Context: an optimization exercise on an open-source flow, tuned for small area, a short achievable clock period and few clock cycles per item. The choices shown serve that exercise and are no tape-out recipe.
In this exercise RTL edits were held to simulation tests only and were not proved equivalent to the original.

==> flow/design.v, too long to show whole: its modules and the start of the top module <==
// module sqrTop: 15049 lines
module sqrTop
(
   input  logic        clk_sq,
   input  logic        reset_sq,
   input  logic        start,
   input  logic [63:0] sqIn,
   output logic [63:0] sqOut,
   output logic        doneIter
);
  // ...
==> flow/flow/run.sh <==
#!/bin/bash
# Layout flow: the standard ORFS flow (standard.sh), with two changes.
#  1. Synthesis runs the standard flow's own script, except that Yosys's synth skips its
#     early abc pass (-noabc), so extract_fa sees the adders as the RTL
#     writes them.  Registers are unchanged (same names, count and cells).
#  2. The synthesized netlist goes through flow/polarity.py, which removes
#     the inverters left between full adders (flipping self-dual adders and
#     swapping gates for their complements); then the standard flow goes on
#     from floorplan, with repair_timing aiming for extra setup slack.
set -euo pipefail
R=$PWD/orfs/results/$FLOW_PLATFORM/sqrTop/base
sed 's/yosys synth -nofsm -noshare/yosys synth -nofsm -noshare -noabc/' synth_recipe.tcl > noabc_synth.tcl
bash standard.sh SYNTH_SCRIPT=$PWD/noabc_synth.tcl $R/1_2_yosys.v > synth.log 2>&1
cp $R/1_2_yosys.v yosys_netlist.v
python3 flow/polarity.py yosys_netlist.v polarity_netlist.v > polarity.log 2>&1
cp polarity_netlist.v $R/1_2_yosys.v
export SETUP_SLACK_MARGIN=${SETUP_MARGIN:-11}
bash standard.sh SYNTH_SCRIPT=$PWD/noabc_synth.tcl > layout.log 2>&1
==> flow/flow/libfuncs.py <==
import re, itertools, os
LIB = os.path.join(os.environ.get('FLOW_HOME', '/OpenROAD-flow-scripts/flow'),
                   'platforms/sky130hd/lib/sky130_fd_sc_hd__tt_025C_1v80.lib')
def load():
    txt = open(LIB).read()
    cells = {}
    for m in re.finditer(r'\n    cell \("sky130_fd_sc_hd__(\w+)"\) \{', txt):
        start = m.end()
        nxt = txt.find('\n    cell (', start)
        body = txt[start:nxt if nxt > 0 else len(txt)]
        pins = {}
        for pm in re.finditer(r'\n        pin \("(\w+)"\) \{', body):
            seg = body[pm.end():pm.end() + 400000]
            e = re.search(r'\n        pin \(|\n        ff \(|\n        bundle', seg)
            seg2 = seg[:e.start()] if e else seg
            d = re.search(r'direction : "(\w+)"', seg2)
            f = re.search(r'\n            function : "([^"]*)"', seg2)
            pins[pm.group(1)] = (d.group(1) if d else None, f.group(1) if f else None)
        area = re.search(r'\n        area : ([\d.]+)', body)
        cells[m.group(1)] = dict(pins=pins, area=float(area.group(1)) if area else 0, seq=('ff (' in body or 'latch (' in body))
    return cells

def evalf(f, env):
    e = f.replace('!', ' not ').replace('&', ' and ').replace('|', ' or ').replace('^', ' != ')
    e = re.sub(r'\b([A-Z][A-Z0-9_]*)\b', lambda m: 'env["%s"]' % m.group(1), e)
    return bool(eval(e))

def truth(f, ins):
    return tuple(evalf(f, dict(zip(ins, v))) for v in itertools.product([False, True], repeat=len(ins)))
==> flow/standard.sh <==
#!/bin/bash
# synth_recipe.tcl (not shown) runs the flow's synth.tcl, then flattens the netlist and writes it again
# the make line also repeats each setting of config.mk as NAME=value (left out here)
make -C /OpenROAD-flow-scripts/flow DESIGN_CONFIG=/design/flow/config.mk WORK_HOME=/design/flow/orfs CLKGATE_MAP_FILE= SYNTH_SCRIPT=/design/flow/synth_recipe.tcl "${@:-finish}"
==> flow/config.mk <==
export PLATFORM = sky130hd
export DESIGN_NAME = sqrTop
export DESIGN_NICKNAME = sqrTop
export VERILOG_FILES = /design/flow/design.v
export SDC_FILE = /design/flow/constraint.sdc
export NUM_CORES = 4
export LEC_CHECK = 0
export CAP_MARGIN = 20
export CELL_PAD_IN_SITES_DETAIL_PLACEMENT = 1
export CELL_PAD_IN_SITES_GLOBAL_PLACEMENT = 1
export CORE_MARGIN = 2
export CORE_UTILIZATION = 40
export SLEW_MARGIN = 20
export SYNTH_MEMORY_MAX_BITS = 16384
==> flow/constraint.sdc <==
create_clock -name core_clock -period 20.0 [get_ports {clk_sq}]
set_input_delay 4.0000 -clock core_clock [delete_from_list [all_inputs] [get_ports {clk_sq}]]
set_output_delay 4.0000 -clock core_clock [all_outputs]
set_load 0.01 [all_outputs]
Not shown: flow/flow/polarity.py
==> results.yml, run 1 <==
run_status:
  outcome: "timing/DRC/antenna clean"
worst_setup_path:
  crit_fanout: 6
  cp-endpoint: "x[57]$_DFF_P_"
  cp-start-kind: "flop"
  cp_slowest_cell: "fa_2"
grt:
  grt_pass1_vias: 59667
  use_met1_pct: 53.1
  gr-usage-met3_pct: 16.7
  grt_antenna_before_repair: 25
  grt_busiest_layer: "met2"
synthesis:
  yosys_warnings: 1
  netlist_instances: 5811
min_path:
  min_from: "running$_SDFFE_PP0P_"
finish:
  antenna_cells: 18
  multi_input_area_share_pct: 77.7
  nFlopsAndLatches: 66
  final_util_pct: 50.7
  clockBufferCount: 10
  final_area_um2: 80400
  fillerInstances: 16229
  final_cells: 8388
  multi_input_area_um2: 62500
route:
  finalWirelength_mm: 347
  vias: 53320
  avgRoutedWirePerCell_um: 41.4
  top_layer_used: "met5"
sta:
  hold-worst-slack_ns: 0.705
  grt_setup_unrepaired: "true"
placement:
  place_area_um2: 67700
  gp_congestion: 0.940
die:
  dieHeight_um: 404
  core_um2: 159000
  start_util_pct: 40.4
  ioPinCount: 132
clock_tree:
  cts_tree: "yes"
  clkTransAtPathRegs_ns: 0.08
Testbench counts, summed over its fixed seeds: cycles 1,664, items 1,536.
==> run 2, diff against run 1 <==
--- a/flow/config.mk
+++ b/flow/config.mk
@@ -11,3 +11,3 @@
 export CORE_MARGIN = 2
-export CORE_UTILIZATION = 40
+export CORE_UTILIZATION = 55
 export SLEW_MARGIN = 20
==> run 2 against run 1 <==
  * Still clean on timing, DRC and antenna
  * Maximum frequency is 6.3% lower
  * Highest routed layer unchanged
  * Worst hold slack improved by 0.048 ns
  * Synthesized cell count unchanged
  * Cell count shrank 6.7%
  * Wire length grew 7.4%
  * Cell area decreased by 2.9%
  * Flip-flop and latch count stayed put
  * Non-clock buffer count fell by 56
==> results.yml, run 2 <==
worst_setup_path:
  cp.required_ns: 20.28
  reg2reg_from: "x[63]$_DFF_P_"
  cp-end-kind: "flop"
  r2r_cells: 26
  cp_slowest_cell: "fa_2"
  path_common_cell: "fa_1"
  r2r_end: "x[62]$_DFF_P_"
  crit_fanout: 23
  arrival_ns: 10.93
  crit_type: "reg -> reg"
  slowest_delay_ns: 0.77
  cp-start-kind: "flop"
  r2r_setup_slack_ns: 9.35
synthesis:
  netlist_instances: 5811
  syn_nets: 8303
  syn_area_per_cell_um2: 11.0
  syn_area_um2: 64100
  yosys_warnings: 1
sta:
  hold_violations: 0
  finClkSkew_ns: 0.0388
  final.min_clock_period_ns: 10.65
  fmax_mhz: 93.9
  fin_crit_sh_pct: 53.3
  setup_tns_ns: 0
  grt_setup_unrepaired: "true"
  setup_viol: 0
  slew_headroom_pct: 22.9
  slew_violations: 0
  setup_ws_ns: 9.35
  worstMarginPinSlew_ns: 1.15
die:
  start_util_pct: 55.3
  fp-row-count: 125
  die_area_um2: 119000
  core_um2: 116000
  dieHeight_um: 345
  ioPinCount: 132
  die_w_um: 345
route:
  routed_via_density: 7.60
  drtIter0Drc: 10317
  dr.pass1.iters: 13
  route.detailed.drc: 0
  vias: 59453
  avgRoutedWirePerCell_um: 47.7
  finalWirelength_mm: 373
  ant_nets: 0
clock_tree:
  insertion_delay_ns: 0.47
  numCtsBuffers: 9
  clock-root-buffer: "clkbuf_16"
  clockBufferDepth: 2
  h-tree-depth: 3
  cts_tree: "yes"
  clock-sinks: 66
  clkTransAtPathRegs_ns: 0.08
grt:
  grt_pass1_vias: 63587
  grt_antenna_before_repair: 53
  grt_max_degree: 44
  grt_first_pass_wirelength_mm: 486
  grt_overflow: 0
  grt_use_total_pct: 60.0
min_path:
  hold_class: "reg -> reg"
  whs_path_depth: 2
  holdPathEnd: "x[43]$_DFF_P_"
  min_from: "running$_SDFFE_PP0P_"
placement:
  gp_congestion: 0.974
  dp_hpwl_mm: 199
  place_worst_setup_slack_ns: 8.16
  numPortBuffers: 131
job:
  maxCapViolCount: 0
finish:
  area_growth_pct: 21.8
  final_common_cell: "fa_1"
  largest_reg_flops: 64
  mostFrequentLayoutCells: "fa_1 (2114), nand2_1 (2067), buf_4 (355)"
  top_register: "x"
  nNetsFinal: 8729
  top_regs: "x: 64 flops, doneIter: 1 flops, running: 1 flops"
  drive_gt1_share_pct: 20.0
run_status:
  outcome: "timing/DRC/antenna clean"
[run 2: timing repair]
action	in CTS	in global routing
pin swaps	131	136
endpoints found under the setup margin	57	56
setup buffers	421	123
hold buffers	0	0
cloned	50	9
gates resized for setup	554	244
[run 2: how the worst max path moves through the flow]
stage                       start            end  slack (ns)  cells past startpoint
global placement    x[55]$_DFF_P_  x[26]$_DFF_P_        8.16                     24
detailed placement  x[55]$_DFF_P_  x[26]$_DFF_P_        8.16                     24
floorplan           x[63]$_DFF_P_  x[55]$_DFF_P_       11.00                     25
CTS                 x[52]$_DFF_P_  x[61]$_DFF_P_       10.32                     27
finish              x[63]$_DFF_P_  x[62]$_DFF_P_        9.35                     26
global route        x[25]$_DFF_P_  x[62]$_DFF_P_        9.45                     28
[run 2: final cells by class]
type,instances,area [µm²]
diodes,56,140
clock buffers,9,225
clock inverters,7,93.8
fillers,11304,37800
inverters,235,915
multi-input cells,5110,62300
flip-flops and latches,66,1560
well taps,1524,1910
repair buffers,815,11000
[run 2: stage by stage]
step           instance area, µm²  hold slack [ns]  utilization, %  cells
4_1_cts                     75700            0.736            65.3   7634
5_1_grt                     78100            0.772            67.4   7800
3_3_place_gp                66900            0.710            57.7   7147
6_report                    78100            0.753            67.4   7822
2_1_floorplan               66100            0.540               -   5811
3_5_place_dp                66900            0.718            57.7   7147
[run 2: critical path: cells and delay by family, from the launching register on]
family                   cells  cell delay (ns)
adder cells (fa/ha/maj)     12             6.28
buffers and inverters        4             0.99
flip-flops                   1             0.41
XOR/XNOR                     1             0.37
AO/OA/AOI/OAI                3             1.08
AND/OR/NAND/NOR              6             1.33
[run 2: routing by layer]
layer,track usage (%),up-vias,routed length [µm]
met5,6.28,-,2280
met2,79.7,7539,145000
met1,68.0,30528,109000
met3,36.5,3132,71600
met4,49.7,73,45000
li1,-,18181,-
==> run 3, diff against run 2 <==
--- a/flow/flow/run.sh
+++ b/flow/flow/run.sh
@@ -16,3 +16,3 @@
 cp polarity_netlist.v $R/1_2_yosys.v
-export SETUP_SLACK_MARGIN=${SETUP_MARGIN:-11}
+export SETUP_SLACK_MARGIN=${SETUP_MARGIN:-13}
 bash standard.sh SYNTH_SCRIPT=$PWD/noabc_synth.tcl > layout.log 2>&1
--- a/flow/config.mk
+++ b/flow/config.mk
@@ -11,3 +11,3 @@
 export CORE_MARGIN = 2
-export CORE_UTILIZATION = 55
+export CORE_UTILIZATION = 40
 export SLEW_MARGIN = 20
==> run 3 against run 2 <==
  * Worst setup slack gained 0.57 ns
  * Sequential share of layout area is essentially flat
  * Cell area grew 0.59%
  * Clock skew shrank 0.023 ns
  * Wire length shrank 6.6%
  * Maximum frequency grew 5.7%
  * Register-to-register slack gained 0.57 ns
  * Via count shrank 11%
  * Synthesized cell count is the same
  * Critical endpoint is now x[55]$_DFF_P_
==> results.yml, run 3 <==
finish:
  largest_reg_flops: 64
  area_growth_pct: 22.6
  drive_gt1_share_pct: 19.6
  register_area_um2: 1560
  top_regs: "x: 64 flops, doneIter: 1 flops, running: 1 flops"
  final_common_cell: "fa_1"
  mostFrequentLayoutCells: "fa_1 (2103), nand2_1 (2072), buf_4 (316)"
  top_register: "x"
  nNetsFinal: 8687
  multi_input_area_um2: 62100
  final_util_pct: 49.5
  fillerInstances: 16327
  final_cells: 8281
grt:
  grt_overflow: 0
  grt_antenna_before_repair: 23
  grt_use_total_pct: 41.8
  grt_first_pass_wirelength_mm: 464
  grt_pass1_vias: 58273
  grt_max_degree: 59
route:
  ant_nets: 0
  avgRoutedWirePerCell_um: 42.0
  route.detailed.drc: 0
  drtIter0Drc: 6923
  routed_via_density: 6.36
  dr.pass1.iters: 6
  finalWirelength_mm: 348
  vias: 52695
clock_tree:
  clkTransAtPathRegs_ns: 0.09
  h-tree-depth: 3
  clock-root-buffer: "clkbuf_16"
  cts_tree: "yes"
  clock-sinks: 66
  numCtsBuffers: 9
  cts_hold_buf: 0
  clockBufferDepth: 2
  insertion_delay_ns: 0.43
worst_setup_path:
  cp-end-kind: "flop"
  cp-start-kind: "flop"
  path_common_cell: "fa_2"
  arrival_ns: 10.37
  cp.required_ns: 20.28
  crit_fanout: 6
  slowest_delay_ns: 0.60
  cp_slowest_cell: "fa_2"
  crit_type: "reg -> reg"
synthesis:
  syn_area_per_cell_um2: 11.0
  yosys_warnings: 1
  syn_nets: 8303
  syn_area_um2: 64100
  netlist_instances: 5811
sta:
  fin_crit_sh_pct: 50.4
  slew_headroom_pct: 22.0
  finClkSkew_ns: 0.0161
  setup_viol: 0
  fmax_mhz: 99.2
  slew_violations: 0
  worstMarginPinSlew_ns: 1.17
  hold_violations: 0
  setup_tns_ns: 0
  final.min_clock_period_ns: 10.08
  grt_setup_unrepaired: "true"
die:
  die_area_um2: 163000
  start_util_pct: 40.4
  core_um2: 159000
  ioPinCount: 132
  fp-row-count: 146
  dieHeight_um: 404
  die_w_um: 404
job:
  maxCapViolCount: 0
run_status:
  outcome: "timing/DRC/antenna clean"
placement:
  dp_hpwl_mm: 201
  gp_congestion: 0.922
  placed_cells: 7693
  numPortBuffers: 131
min_path:
  hold_class: "reg -> reg"
[run 3: metal layers]
metal  global-route usage (%)  wire length (µm)  vias up
met5                    0.149               340        -
met4                     27.5             30700       32
met3                     18.2             55600     1384
met2                     58.4            142000     4589
met1                     52.6            120000    28646
li1                         -                 -    18044
[run 3: final timing paths]
kind                            slack (ns)  depth (start not counted)                 start             to
worst max-delay path                  9.92                         26          x[4]$_DFF_P_  x[55]$_DFF_P_
worst min-delay path                  0.67                          2  running$_SDFFE_PP0P_  x[43]$_DFF_P_
worst max register to register        9.92                         26          x[4]$_DFF_P_  x[55]$_DFF_P_
worst min register to register        0.67                          2  running$_SDFFE_PP0P_  x[43]$_DFF_P_
[run 3: critical path, delay by kind of cell, from the launching register on]
| kind | cells | cell delay [ns] |
|---|---|---|
| fa+ha+maj | 12 | 5.82 |
| buf+inv | 4 | 0.55 |
| xor+xnor | 1 | 0.36 |
| flops | 1 | 0.59 |
| simple gates | 5 | 1.23 |
| compound gates | 4 | 1.35 |
[run 3: area by class of cell]
type,count,area share [%]
Multi-Input combinational cell,5110,79.1
Timing Repair Buffer,773,14.0
Tap cell,2072,3.30
Sequential cell,66,1.99
Inverter,235,1.16
Clock buffer,9,0.287
Clock inverter,7,0.107
Antenna cell,9,0.0287
[run 3: repair_timing]
action | CTS | global route
cloned | 56 | 29
pin swaps | 84 | 86
setup buffers | 335 | 143
setup endpoints to repair | 64 | 61
resized for setup | 481 | 210
[run 3: stage by stage]
stage	hold slack, ns	setup WS, ns	area, µm²
after global placement	0.656	8.43	67800
after global routing	0.684	9.87	78600
after detailed placement	0.662	8.50	67900
after floorplan	0.540	11.11	66600
after CTS	0.660	10.09	75800
final	0.665	9.92	78600
==> run 4, diff against run 3 <==
--- a/flow/config.mk
+++ b/flow/config.mk
@@ -11,3 +11,3 @@
 export CORE_MARGIN = 2
-export CORE_UTILIZATION = 40
+export CORE_UTILIZATION = 33
 export SLEW_MARGIN = 20
==> run 4 against run 3 <==
  * Still clean on timing, DRC and antenna
  * Area after synthesis stayed put
  * Wire length is 0.15% higher
  * Cell area grew 1.4%
  * Count of clock-buffer cells in the layout is the same
  * First-iteration DRC count decreased by 9.1%
  * Cell count grew 5.9%
  * Maximum frequency is 2.8% higher
  * Non-clock buffer count grew 25
==> results.yml, run 4 <==
worst_setup_path:
  cp_top_family: "adder cells"
  cp-end-kind: "flop"
  path_common_cell: "fa_2"
  arrival_ns: 10.14
  cp-start-kind: "flop"
  path_buf_inv: 7
  cp.required_ns: 20.33
  slowest_delay_ns: 0.69
  crit_fanout: 8
  crit_type: "reg -> reg"
  cp_slowest_cell: "fa_2"
finish:
  area_growth_pct: 24.3
  nNetsFinal: 8712
  top_register: "x"
  drive_gt1_share_pct: 21.7
  top_regs: "x: 64 flops, doneIter: 1 flops, running: 1 flops"
  final_common_cell: "nand2_1"
  largest_reg_flops: 64
  mostFrequentLayoutCells: "nand2_1 (2064), fa_1 (1996), fa_2 (413)"
sta:
  setup_tns_ns: 0
  setup_viol: 0
  slew_violations: 0
  final.min_clock_period_ns: 9.80
  worstMarginPinSlew_ns: 1.22
  grt_setup_unrepaired: "true"
  slew_headroom_pct: 18.7
  fin_crit_sh_pct: 49.0
  hold_violations: 0
  fmax_mhz: 102
  finClkSkew_ns: 0.0131
route:
  finalWirelength_mm: 349
  ant_nets: 0
  routed_via_density: 6.00
  route.detailed.drc: 0
  avgRoutedWirePerCell_um: 39.8
  vias: 52635
  drtIter0Drc: 6293
  dr.pass1.iters: 8
min_path:
  hold_class: "reg -> reg"
clock_tree:
  clkTransAtPathRegs_ns: 0.08
  cts_hold_buf: 0
  insertion_delay_ns: 0.44
  h-tree-depth: 3
  clock-sinks: 66
  cts_tree: "yes"
  clockBufferDepth: 2
  clock-root-buffer: "clkbuf_16"
  numCtsBuffers: 9
die:
  die_area_um2: 198000
  fp-row-count: 161
  core_um2: 193000
  ioPinCount: 132
  die_w_um: 445
  start_util_pct: 33.3
  dieHeight_um: 445
synthesis:
  syn_nets: 8303
  netlist_instances: 5811
  syn_area_per_cell_um2: 11.0
  syn_area_um2: 64100
  yosys_warnings: 1
placement:
  gp_congestion: 0.934
  numPortBuffers: 131
  dp_hpwl_mm: 202
job:
  maxCapViolCount: 0
grt:
  grt_max_degree: 59
  grt_pass1_vias: 59843
  grt_first_pass_wirelength_mm: 479
  grt_overflow: 0
  grt_use_total_pct: 35.3
  grt_antenna_before_repair: 23
run_status:
  outcome: "timing/DRC/antenna clean"
## run 4: cell count changes in the layout (fill, tap and decap cells not counted), sizes merged
cell,delta
buf,+41
bufbuf,+8
clkbuf,-24
diode,+7
## run 4: worst paths after layout
| kind | from | slack, ns | endpoint | cells past startpoint |
|---|---|---|---|---|
| worst max-delay path | x[56]$_DFF_P_ | 10.20 | x[55]$_DFF_P_ | 30 |
| worst min-delay path | running$_SDFFE_PP0P_ | 0.65 | running$_SDFFE_PP0P_ | 2 |
| worst max register to register | x[56]$_DFF_P_ | 10.20 | x[55]$_DFF_P_ | 30 |
| worst min register to register | running$_SDFFE_PP0P_ | 0.65 | running$_SDFFE_PP0P_ | 2 |
## run 4: final cells by class
| cell class | instances | area [µm²] |
|---|---|---|
| flip-flops and latches | 66 | 1560 |
| inverters | 235 | 911 |
| well taps | 2526 | 3160 |
| fillers | 20387 | 113000 |
| repair buffers | 798 | 11300 |
| clock inverters | 7 | 76.3 |
| clock buffers | 9 | 225 |
| multi-input cells | 5110 | 62400 |
| diodes | 16 | 40.0 |
## run 4: what timing repair did
item / 4_1_cts / 5_1_grt
setup endpoints to repair: 64 / 61
setup buffers: 444 / 69
pin swaps: 167 / 156
cloned: 67 / 4
gates resized for setup: 645 / 199
## run 4: worst min-delay path, delay by kind of cell (launching register included)
kind	cells	cell delay (ns)
DFF	1	0.44
and+or+nand+nor	2	0.17
## run 4: routing by layer
metal / track usage (%) / vias to the layer above / part of all wire, %
met5: 0.366 / - / 0.15
met4: 25.0 / 28 / 9.0
met3: 14.8 / 1397 / 14
met2: 50.9 / 4420 / 42
met1: 42.5 / 28708 / 34
li1: - / 18082 / -
## run 4: per-stage QoR
stage | instances | util [%] | hold slack, ns | instance area [µm²] | worst slack [ns]
3_3_place_gp | 8150 | 35.5 | 0.607 | 68400 | 8.51
5_1_grt | 8756 | 41.3 | 0.679 | 79600 | 10.06
4_1_cts | 8678 | 40.6 | 0.647 | 78200 | 10.34
3_5_place_dp | 8151 | 35.5 | 0.623 | 68400 | 8.52
2_1_floorplan | 5811 | - | 0.540 | 66600 | 11.11
6_report | 8767 | 41.3 | 0.654 | 79700 | 10.20
==> run 5, diff against run 4 <==
--- a/flow/config.mk
+++ b/flow/config.mk
@@ -11,3 +11,3 @@
 export CORE_MARGIN = 2
-export CORE_UTILIZATION = 33
+export CORE_UTILIZATION = 25
 export SLEW_MARGIN = 20
==> run 5 against run 4 <==
  * Worst setup slack got worse by 0.12 ns
  * Area after synthesis did not move
  * Wire length rose by 3.1%
  * Maximum frequency fell by 1.2%
  * Critical path depth fell by 4
  * Register-to-register slack got worse by 0.12 ns
  * Synthesized cell count did not move
  * Global-route usage fell by 8.1 points
==> results.yml, run 5 <==
placement:
  dp_hpwl_mm: 202
  gp_congestion: 0.936
  place_area_um2: 69400
  numPortBuffers: 131
worst_setup_path:
  crit_fanout: 22
  cp-start-kind: "flop"
  cp-end-kind: "flop"
  arrival_ns: 10.25
  cp.required_ns: 20.32
  r2r_cells: 26
  r2r_setup_slack_ns: 10.07
  crit_type: "reg -> reg"
route:
  ant_nets: 0
  avgRoutedWirePerCell_um: 37.6
  met2WireLength_mm: 154
  routed_via_density: 5.55
  wl_met3_mm: 51.1
  top_layer_used: "met5"
  route.detailed.drc: 0
  dr.pass1.iters: 6
  wl_met1_mm: 123
  finalWirelength_mm: 360
  drtIter0Drc: 7039
  vias: 53040
run_status:
  outcome: "timing/DRC/antenna clean"
finish:
  nNetsFinal: 8661
  area_growth_pct: 24.5
  top_register: "x"
  final_area_um2: 79800
  drive_gt1_share_pct: 18.9
  mostFrequentLayoutCells: "fa_1 (2109), nand2_1 (2065), fa_2 (300)"
  top_regs: "x: 64 flops, doneIter: 1 flops, running: 1 flops"
  largest_reg_flops: 64
  final_common_cell: "fa_1"
  fillerInstances: 27820
sta:
  grt_setup_unrepaired: "true"
  setup_tns_ns: 0
  slew_headroom_pct: 28.0
  fin_crit_sh_pct: 49.6
  fmax_mhz: 101
  hold_violations: 0
  worstMarginPinSlew_ns: 1.07
  slew_violations: 0
  final.min_clock_period_ns: 9.93
  finClkSkew_ns: 0.0333
  setup_viol: 0
clock_tree:
  h-tree-depth: 3
  clock-root-buffer: "clkbuf_16"
  numCtsBuffers: 9
  cts_tree: "yes"
  clock-sinks: 66
  cts_hold_buf: 0
  clockBufferDepth: 2
  clkTransAtPathRegs_ns: 0.09
  insertion_delay_ns: 0.45
grt:
  grt_first_pass_wirelength_mm: 486
  grt_overflow: 0
  grt_pass1_vias: 59896
  grt_max_degree: 44
  grt_antenna_before_repair: 25
  grt_use_total_pct: 27.2
synthesis:
  syn_area_per_cell_um2: 11.0
  yosys_warnings: 1
  syn_area_um2: 64100
  netlist_instances: 5811
  syn_nets: 8303
die:
  die_area_um2: 260000
  core_um2: 255000
  dieHeight_um: 510
  start_util_pct: 25.2
  die_w_um: 510
  fp-row-count: 185
  ioPinCount: 132
min_path:
  hold_class: "reg -> reg"
  whs_path_depth: 1
job:
  maxCapViolCount: 0
## run 5: through the flow
step / hold WS (ns) / setup slack, ns / util (%) / std cells
global route: 0.750 / 9.98 / 31.3 / 9547
global placement: 0.670 / 8.72 / 27.3 / 8986
detailed placement: 0.683 / 8.68 / 27.3 / 8987
floorplan: 0.540 / 11.11 / - / 5811
finish: 0.716 / 10.07 / 31.4 / 9558
CTS: 0.707 / 10.26 / 30.7 / 9435
## run 5: area by class of cell
cell class                      count  area (µm²)  share of cell area (%)
Multi-Input combinational cell   5110       62100                    77.7
Antenna cell                       18        45.0                  0.0564
Timing Repair Buffer              747       10800                    13.5
Sequential cell                    66        1560                    1.96
Tap cell                         3366        4210                    5.27
Clock buffer                        9         225                   0.282
Inverter                          235         903                    1.13
Clock inverter                      7        58.8                  0.0737
## run 5: repair_timing
item,in CTS,in global routing
buffers inserted,365,94
hold endpoints to repair,0,0
pin swaps,122,93
endpoints found under the setup margin,65,61
gates cloned,67,11
resized for setup,545,137
## run 5: path summary, 6_finish.rpt
| kind | start | to |
|---|---|---|
| setup / recovery | x[19]$_DFF_P_ | x[55]$_DFF_P_ |
| hold / removal | running$_SDFFE_PP0P_ | x[33]$_DFF_P_ |
| setup reg to reg | x[19]$_DFF_P_ | x[55]$_DFF_P_ |
| hold reg to reg | running$_SDFFE_PP0P_ | x[33]$_DFF_P_ |
## run 5: layer usage
| layer | up-vias | track usage [%] |
|---|---|---|
| met2 | 4834 | 40.5 |
| li1 | 17998 | - |
| met4 | 18 | 18.7 |
| met3 | 1457 | 11.0 |
| met1 | 28733 | 31.9 |
| met5 | - | 0 |
## run 5: critical path, cell delays in order (launching register included)
cell,delay [ns]
dfxtp_4,0.47
buf_16,0.25
nand2_1,0.11
fa_1,0.42
fa_2,0.45
fa_1,0.45
fa_1,0.55
fa_2,0.47
fa_1,0.58
fa_2,0.49
or2_1,0.26
fa_2,0.72
inv_2,0.10
fa_2,0.40
fa_2,0.37
fa_1,0.51
fa_2,0.37
fa_2,0.40
xor2_2,0.23
nand3_1,0.14
or3_4,0.47
a2111o_4,0.51
clkinv_8,0.10
o2111ai_4,0.22
and2_4,0.23
o2111a_1,0.22
a221o_1,0.25
==> run 6, diff against run 5 <==
--- a/flow/flow/run.sh
+++ b/flow/flow/run.sh
@@ -16,3 +16,3 @@
 cp polarity_netlist.v $R/1_2_yosys.v
-export SETUP_SLACK_MARGIN=${SETUP_MARGIN:-13}
+export SETUP_SLACK_MARGIN=${SETUP_MARGIN:-15}
 bash standard.sh SYNTH_SCRIPT=$PWD/noabc_synth.tcl > layout.log 2>&1
--- a/flow/config.mk
+++ b/flow/config.mk
@@ -11,3 +11,3 @@
 export CORE_MARGIN = 2
-export CORE_UTILIZATION = 25
+export CORE_UTILIZATION = 33
 export SLEW_MARGIN = 20
==> run 6 against run 5 <==
  * Still clean
  * Die area is 24% lower
  * Cell area is 4.0% higher
  * Worst setup slack better by 0.020 ns
  * Non-clock buffer count is 285 higher
==> results.yml, run 6 <==
clock_tree:
  cts_hold_buf: 0
  clock-sinks: 66
  cts_tree: "yes"
  insertion_delay_ns: 0.44
  numCtsBuffers: 9
  h-tree-depth: 3
  clkTransAtPathRegs_ns: 0.09
  clockBufferDepth: 2
  clock-root-buffer: "clkbuf_16"
worst_setup_path:
  cp.required_ns: 20.32
  cp-start-kind: "flop"
  slowest_delay_ns: 0.75
  arrival_ns: 10.23
  crit_fanout: 15
  r2r_setup_slack_ns: 10.09
  cp_slowest_cell: "fa_2"
  cp-end-kind: "flop"
  cp_top_family: "adder cells"
  crit_type: "reg -> reg"
  path_common_cell: "fa_1"
  path_buf_inv: 5
route:
  routed_via_density: 6.03
  dr.pass1.iters: 5
  finalWirelength_mm: 363
  vias: 54269
  ant_nets: 0
  avgRoutedWirePerCell_um: 40.3
  route.detailed.drc: 0
  drtIter0Drc: 6617
finish:
  drive_gt1_share_pct: 24.8
  top_regs: "x: 64 flops, doneIter: 1 flops, running: 1 flops"
  nNetsFinal: 8946
  mostFrequentLayoutCells: "nand2_1 (2066), fa_1 (2042), buf_4 (431)"
  final_common_cell: "nand2_1"
  multi_input_area_um2: 62400
  area_growth_pct: 29.5
  top_register: "x"
  final_cells: 9005
  register_area_um2: 1570
  largest_reg_flops: 64
  fillerInstances: 20203
synthesis:
  syn_nets: 8303
  syn_area_um2: 64100
  syn_area_per_cell_um2: 11.0
  yosys_warnings: 1
  netlist_instances: 5811
sta:
  setup_tns_ns: 0
  slew_headroom_pct: 19.3
  worstMarginPinSlew_ns: 1.20
  finClkSkew_ns: 0.0275
  hold_violations: 0
  fmax_mhz: 101
  grt_setup_unrepaired: "true"
  final.min_clock_period_ns: 9.91
  fin_crit_sh_pct: 49.5
  setup_viol: 0
  slew_violations: 0
grt:
  grt_overflow: 0
  grt_use_total_pct: 36.4
  grt_pass1_vias: 61542
  grt_max_degree: 46
  grt_first_pass_wirelength_mm: 493
  grt_antenna_before_repair: 24
die:
  die_area_um2: 198000
  die_w_um: 445
  dieHeight_um: 445
  ioPinCount: 132
  core_um2: 193000
  start_util_pct: 33.3
  fp-row-count: 161
min_path:
  hold_class: "reg -> reg"
placement:
  placed_cells: 8158
  dp_hpwl_mm: 203
  numPortBuffers: 131
  gp_congestion: 0.953
job:
  maxCapViolCount: 0
run_status:
  outcome: "timing/DRC/antenna clean"
## run 6: worst paths after layout
path	startpoint	end	cells after the start
min reg2reg	running$_SDFFE_PP0P_	running$_SDFFE_PP0P_	2
min	running$_SDFFE_PP0P_	running$_SDFFE_PP0P_	2
max reg2reg	x[30]$_DFF_P_	x[53]$_DFF_P_	26
max	x[30]$_DFF_P_	x[53]$_DFF_P_	26
## run 6: cell type report
cell class | instances | area share (%)
antenna | 20 | 0.0603
clock buffer | 10 | 0.288
timing repair buffer | 1032 | 17.6
multi-input combinational | 5110 | 75.1
clock inverter | 6 | 0.166
tap | 2526 | 3.81
inverter | 235 | 1.09
sequential | 66 | 1.88
## run 6: stage by stage
step | hold WS, ns | utilization [%] | worst slack (ns) | area (µm²)
floorplan | 0.540 | - | 11.11 | 66700
detailed placement | 0.686 | 35.5 | 8.66 | 68500
CTS | 0.700 | 41.8 | 10.31 | 80600
global route | 0.738 | 43.1 | 10.02 | 83000
finish | 0.703 | 43.1 | 10.09 | 83000
global placement | 0.662 | 35.5 | 8.76 | 68500
## run 6: routing by layer
metal	GRT usage [%]	wire length, µm
met5	0.0733	123
met4	29.5	36200
met3	15.2	51600
met2	53.0	155000
met1	42.0	120000
## run 6: tightest hold or removal path, delay by kind of cell (launching register included)
| kind | cells | cell delay, ns |
|---|---|---|
| simple gates | 2 | 0.19 |
| flops | 1 | 0.47 |
## run 6: timing repair
action	4_1_cts	5_1_grt
buffers inserted	571	149
gates cloned	81	10
resized for setup	1060	261
setup endpoints to repair	129	128
pin swaps	139	113
==> run 7, diff against run 6 <==
--- a/flow/flow/run.sh
+++ b/flow/flow/run.sh
@@ -16,3 +16,3 @@
 cp polarity_netlist.v $R/1_2_yosys.v
-export SETUP_SLACK_MARGIN=${SETUP_MARGIN:-15}
+export SETUP_SLACK_MARGIN=${SETUP_MARGIN:-12}
 bash standard.sh SYNTH_SCRIPT=$PWD/noabc_synth.tcl > layout.log 2>&1
==> run 7 against run 6 <==
  * Sequential share of layout area increased by 0.10 points
  * Cell count decreased by 3.2%
  * Wire length decreased by 5.2%
  * Die area unchanged
  * Register-to-register slack about the same
  * Critical path depth increased by 3
  * Area after synthesis unchanged
  * Largest cell class unchanged
  * Flip-flop and latch count unchanged
  * Maximum frequency about the same
  * Global-route usage decreased by 1.6 points
==> results.yml, run 7 <==
run_status:
  outcome: "timing/DRC/antenna clean"
clock_tree:
  h-tree-depth: 3
  clkTransAtPathRegs_ns: 0.08
  cts_tree: "yes"
  cts_hold_buf: 0
  clock-sinks: 66
  numCtsBuffers: 9
  clockBufferDepth: 2
  clock-root-buffer: "clkbuf_16"
  insertion_delay_ns: 0.44
min_path:
  whs_path_depth: 2
  min_from: "running$_SDFFE_PP0P_"
  holdPathEnd: "x[54]$_DFF_P_"
  hold_class: "reg -> reg"
job:
  maxCapViolCount: 0
synthesis:
  syn_nets: 8303
  yosys_warnings: 1
  netlist_instances: 5811
  syn_area_per_cell_um2: 11.0
  syn_area_um2: 64100
sta:
  setup_tns_ns: 0
  fin_crit_sh_pct: 49.5
  setup_viol: 0
  final.min_clock_period_ns: 9.90
  grt_setup_unrepaired: "true"
  hold_violations: 0
  finClkSkew_ns: 0.0220
  worstMarginPinSlew_ns: 1.02
  slew_headroom_pct: 32.1
  hold-worst-slack_ns: 0.668
  fmax_mhz: 101
  slew_violations: 0
grt:
  grt_use_total_pct: 34.8
  grt_overflow: 0
  grt_pass1_vias: 59240
  grt_antenna_before_repair: 28
  grt_first_pass_wirelength_mm: 473
  grt_max_degree: 51
placement:
  dp_hpwl_mm: 204
  gp_congestion: 0.958
  numPortBuffers: 131
  place_area_um2: 68500
worst_setup_path:
  cp-end-kind: "flop"
  path_common_cell: "fa_2"
  cp_top_family: "adder cells"
  crit_fanout: 6
  cp-start-kind: "flop"
  path_buf_inv: 6
  r2r_cells: 29
  cp_slowest_cell: "fa_2"
  reg2reg_from: "x[44]$_DFF_P_"
  r2r_setup_slack_ns: 10.10
  crit_type: "reg -> reg"
  slowest_delay_ns: 0.62
  r2r_end: "x[63]$_DFF_P_"
  arrival_ns: 10.23
  cp.required_ns: 20.32
  crit_start: "x[44]$_DFF_P_"
finish:
  largest_reg_flops: 64
  multi_input_area_um2: 62200
  top_register: "x"
  nNetsFinal: 8664
  drive_gt1_share_pct: 19.5
  final_common_cell: "fa_1"
  register_area_um2: 1570
  mostFrequentLayoutCells: "fa_1 (2096), nand2_1 (2056), fa_2 (313)"
  fillerInstances: 20425
  final_area_um2: 78800
  top_regs: "x: 64 flops, doneIter: 1 flops, running: 1 flops"
  area_growth_pct: 22.9
route:
  route.detailed.drc: 0
  dr.pass1.iters: 8
  drtIter0Drc: 6279
  routed_via_density: 6.01
  avgRoutedWirePerCell_um: 39.5
  vias: 52402
  ant_nets: 0
  finalWirelength_mm: 344
die:
  start_util_pct: 33.3
  fp-row-count: 161
  die_area_um2: 198000
  ioPinCount: 132
  core_um2: 193000
  die_w_um: 445
  dieHeight_um: 445
run 7: worst max path at each step:
stage	to	slack [ns]	cells past startpoint
after global routing	x[50]$_DFF_P_	10.01	28
after CTS	x[55]$_DFF_P_	10.34	26
final	x[63]$_DFF_P_	10.10	29
after floorplan	x[55]$_DFF_P_	11.11	26
after detailed placement	x[38]$_DFF_P_	8.51	26
after global placement	x[38]$_DFF_P_	8.55	26
run 7: routing by layer:
metal / vias up / global-route usage, % / routed length (µm) / part of all wire (%)
met5: - / 0.586 / 689 / 0.20
met3: 1419 / 13.7 / 46700 / 14
met4: 34 / 24.5 / 30800 / 9.0
li1: 17985 / - / - / -
met2: 4323 / 51.3 / 148000 / 43
met1: 28641 / 41.6 / 118000 / 34
run 7: timing repair:
item	4_1_cts	5_1_grt
pin swaps	118	106
gates cloned	65	5
gates resized for setup	586	166
endpoints found under the setup margin	61	56
setup buffers	392	61
run 7: area by class of cell:
type | instances | share of cell area, %
Inverter | 235 | 1.13
Antenna cell | 14 | 0.0445
Clock buffer | 9 | 0.286
Timing Repair Buffer | 750 | 13.6
Tap cell | 2526 | 4.01
Multi-Input combinational cell | 5110 | 78.9
Sequential cell | 66 | 1.99
Clock inverter | 7 | 0.0746
run 7: metrics by stage:
stage | setup slack [ns] | cells | util (%)
floorplan | 11.11 | 5811 | -
global placement | 8.55 | 8164 | 35.5
detailed placement | 8.51 | 8164 | 35.5
CTS | 10.34 | 8637 | 40.2
global route | 10.01 | 8709 | 40.9
finish | 10.10 | 8717 | 40.9
run 7: worst min-delay path, stage by stage (launching register included):
cell and delay [ns]:
dfxtp_4 0.45, o311ai_1 0.11, nand3_1 0.07

[separate check: timing with driven ports]
The results above use ideal ports. As a check the final layouts listed here were re-extracted and re-timed, cells and wires unchanged. Step 1 (the two cells are an assumption about what drives the block):
set clk [get_ports {clk_sq}]
set_driving_cell -lib_cell sky130_fd_sc_hd__clkbuf_16 $clk
set_driving_cell -lib_cell sky130_fd_sc_hd__buf_2 [delete_from_list [all_inputs] $clk]
Step 2 moves the port delays by t, midway between the first and last clock arrival at a register: inputs arrive t later, outputs are due t later. That takes back most of the time a late clock gives input paths. Slacks: ideal ports / drivers / drivers and shift; pairs: ideal ports / drivers.
run	t, ns	slack for setup (ns)	hold WS [ns]
run 1	0.518	10.013 / 10.013 / 10.013	0.705 / 0.705 / 0.705
run 2	0.518	9.346 / 9.346 / 9.346	0.753 / 0.753 / 0.753
run 3	0.494	9.917 / 9.917 / 9.917	0.665 / 0.665 / 0.665
run 4	0.510	10.195 / 10.195 / 10.195	0.654 / 0.654 / 0.654
run 5	0.502	10.072 / 10.072 / 10.072	0.716 / 0.716 / 0.716
run 6	0.499	10.092 / 10.092 / 10.092	0.703 / 0.703 / 0.703
run 7	0.503	10.095 / 10.095 / 10.095	0.668 / 0.668 / 0.668
After both steps setup and hold are still met in every run listed.
